This design comes from an exercise in tuning for small area, a short achievable clock period and few clock cycles on the open sky130 flow, not from production work. In this exercise RTL edits were held to simulation tests only and were not proved equivalent to the original. Power figures rest on the tool's default switching activity, not on a simulated workload.

==> v4: inputs <==
// threshold_point_clustering
module threshold_point_clustering #(
    parameter int MAX_POINTS = tpc_pkg::MAX_POINTS_DEF,
    parameter int COORD_BITS = tpc_pkg::COORD_BITS_DEF
) (
    input  logic                         aclk,
    input  logic                         aresetn,
    input  logic                         cfg_valid,
    output logic                         cfg_ready,
    input  logic [tpc_pkg::THR_W-1:0]    cfg_data,
    input  logic                         s_valid,
    output logic                         s_ready,
    input  logic [COORD_BITS-1:0]        s_point_x,
    input  logic [COORD_BITS-1:0]        s_point_y,
    input  logic                         s_last_point,
    output logic                         m_valid,
    input  logic                         m_ready,
    output logic [COORD_BITS-1:0]        m_centroid_x,
    output logic [COORD_BITS-1:0]        m_centroid_y,
    output logic [tpc_pkg::MEMBER_W-1:0] m_member_count,
    output logic                         m_last_cluster,
    output logic                         m_overflow
);
==> flow/config.mk <==
export PLATFORM = sky130hd
export DESIGN_NAME = threshold_point_clustering
export DESIGN_NICKNAME = threshold_point_clustering
export VERILOG_FILES = /design/flow/design.v
export SDC_FILE = /design/flow/constraint.sdc
export NUM_CORES = 4
export LEC_CHECK = 0
export CAP_MARGIN = 20
export CELL_PAD_IN_SITES_DETAIL_PLACEMENT = 2
export CELL_PAD_IN_SITES_GLOBAL_PLACEMENT = 2
export CORE_MARGIN = 2
export CORE_UTILIZATION = 30
export PLACE_DENSITY = 0.4
export SETUP_SLACK_MARGIN = 2.5
export SLEW_MARGIN = 20
==> flow/constraint.sdc <==
create_clock -name core_clock -period 9.0 [get_ports {aclk}]
set_input_delay 1.8000 -clock core_clock [delete_from_list [all_inputs] [get_ports {aclk}]]
set_output_delay 1.8000 -clock core_clock [all_outputs]
set_load 0.01 [all_outputs]
run.sh (not shown) runs the stock make flow with config.mk's settings and CLKGATE_MAP_FILE= SYNTH_SCRIPT=/design/flow/synth_recipe.tcl, a recipe that flattens the netlist after the stock synthesis.
==> inputs of v37, as changes to v4 <==
CTS_CLUSTER_DIAMETER = 100   (was default)
CTS_CLUSTER_SIZE = 20   (was default)
SETUP_SLACK_MARGIN = 1.5   (was 2.5)
==> inputs of v36, as changes to v4 <==
CELL_PAD_IN_SITES_DETAIL_PLACEMENT = 1   (was 2)
CORE_UTILIZATION = 35   (was 30)
PLACE_DENSITY = 0.45   (was 0.4)
SETUP_SLACK_MARGIN = 1.0   (was 2.5)
==> inputs of v24, as changes to v4 <==
CELL_PAD_IN_SITES_DETAIL_PLACEMENT = 1   (was 2)
CORE_UTILIZATION = 35   (was 30)
PLACE_DENSITY = 0.45   (was 0.4)
SETUP_SLACK_MARGIN = 1.5   (was 2.5)
==> qor summary <==
	v36	v37	v24	v4
Met2 Wirelength	307 mm	343 mm	313 mm	348 mm
Routed met1 length	267 mm	298 mm	272 mm	301 mm
Hold EP	rx[627]	rx[732]	ry[13]	ry[252]
Floorplan die area	298000 um2	348000 um2	298000 um2	348000 um2
Antenna diode count	36	45	68	32
Resized Gates After CTS	135	471	634	427
Number of setup buffers added after CTS	54	150	158	129
Net switching power of the design	19.3 mW	19.7 mW	20.4 mW	21.1 mW
Area of the multi-input gates	55200 um2	57300 um2	58300 um2	59500 um2
Critical path depth in cells	29	32	35	31
Area after detailed placement	117000 um2	117000 um2	117000 um2	118000 um2
# placed instances	15423	15953	15396	15989
Core region area	293000 um2	342000 um2	293000 um2	342000 um2
Vias per Instance	6.77	6.55	6.89	6.48
Met1 track utilization from global routing	0.553	0.520	0.562	0.517
Setup slack after layout	0.878 ns	1.35 ns	1.16 ns	0.783 ns
Count of cells along the worst register-to-register path	29	32	35	31
Initial cell density of the core	0.351	0.301	0.351	0.301
Run status	timing/DRC/antenna clean	timing/DRC/antenna clean	timing/DRC/antenna clean	timing/DRC/antenna clean
Most common cell type on the critical path	sky130_fd_sc_hd__buf_4	sky130_fd_sc_hd__buf_4	sky130_fd_sc_hd__buf_12	sky130_fd_sc_hd__maj3_2
Length of the first detailed-routing pass in iterations	10	9	9	8
Testbench counts of v4, summed over its fixed seeds: cycles 8,730.
Testbench counts of v37, summed over its fixed seeds: cycles 8,730.
Testbench counts of v36, summed over its fixed seeds: cycles 8,730.
Testbench counts of v24, summed over its fixed seeds: cycles 8,730.

-- separate check: timing with driven ports --
No port has a modelled driver above. Below, the same layouts with a new extraction and two added sets of constraints.
Step 1, drivers: a clkbuf_16 drives aclk and a buf_2 each remaining input, both assumed.
Step 2 times the ports against the registers' clock, not the clock port: input delays grow and output delays shrink by t, the midpoint of the rising clock arrivals with the driver on.
Slacks: ideal ports / drivers / drivers and shift; pairs: ideal ports / drivers.
run | shift t [ns] | setup WS [ns] | latest minus earliest clock arrival (ns) | worst register clock-pin slew, ns
v4 | 1.057 | 0.783 / 0.783 / 0.783 | 0.083 / 0.082 | 0.07 / 0.07
v37 | 1.062 | 1.351 / 1.351 / 1.351 | 0.123 / 0.123 | 0.10 / 0.10
v36 | 1.022 | 0.878 / 0.878 / 0.878 | 0.121 / 0.121 | 0.07 / 0.07
v24 | 1.032 | 1.158 / 1.158 / 1.158 | 0.104 / 0.105 | 0.07 / 0.07
After both steps setup and hold are still met in every run listed.
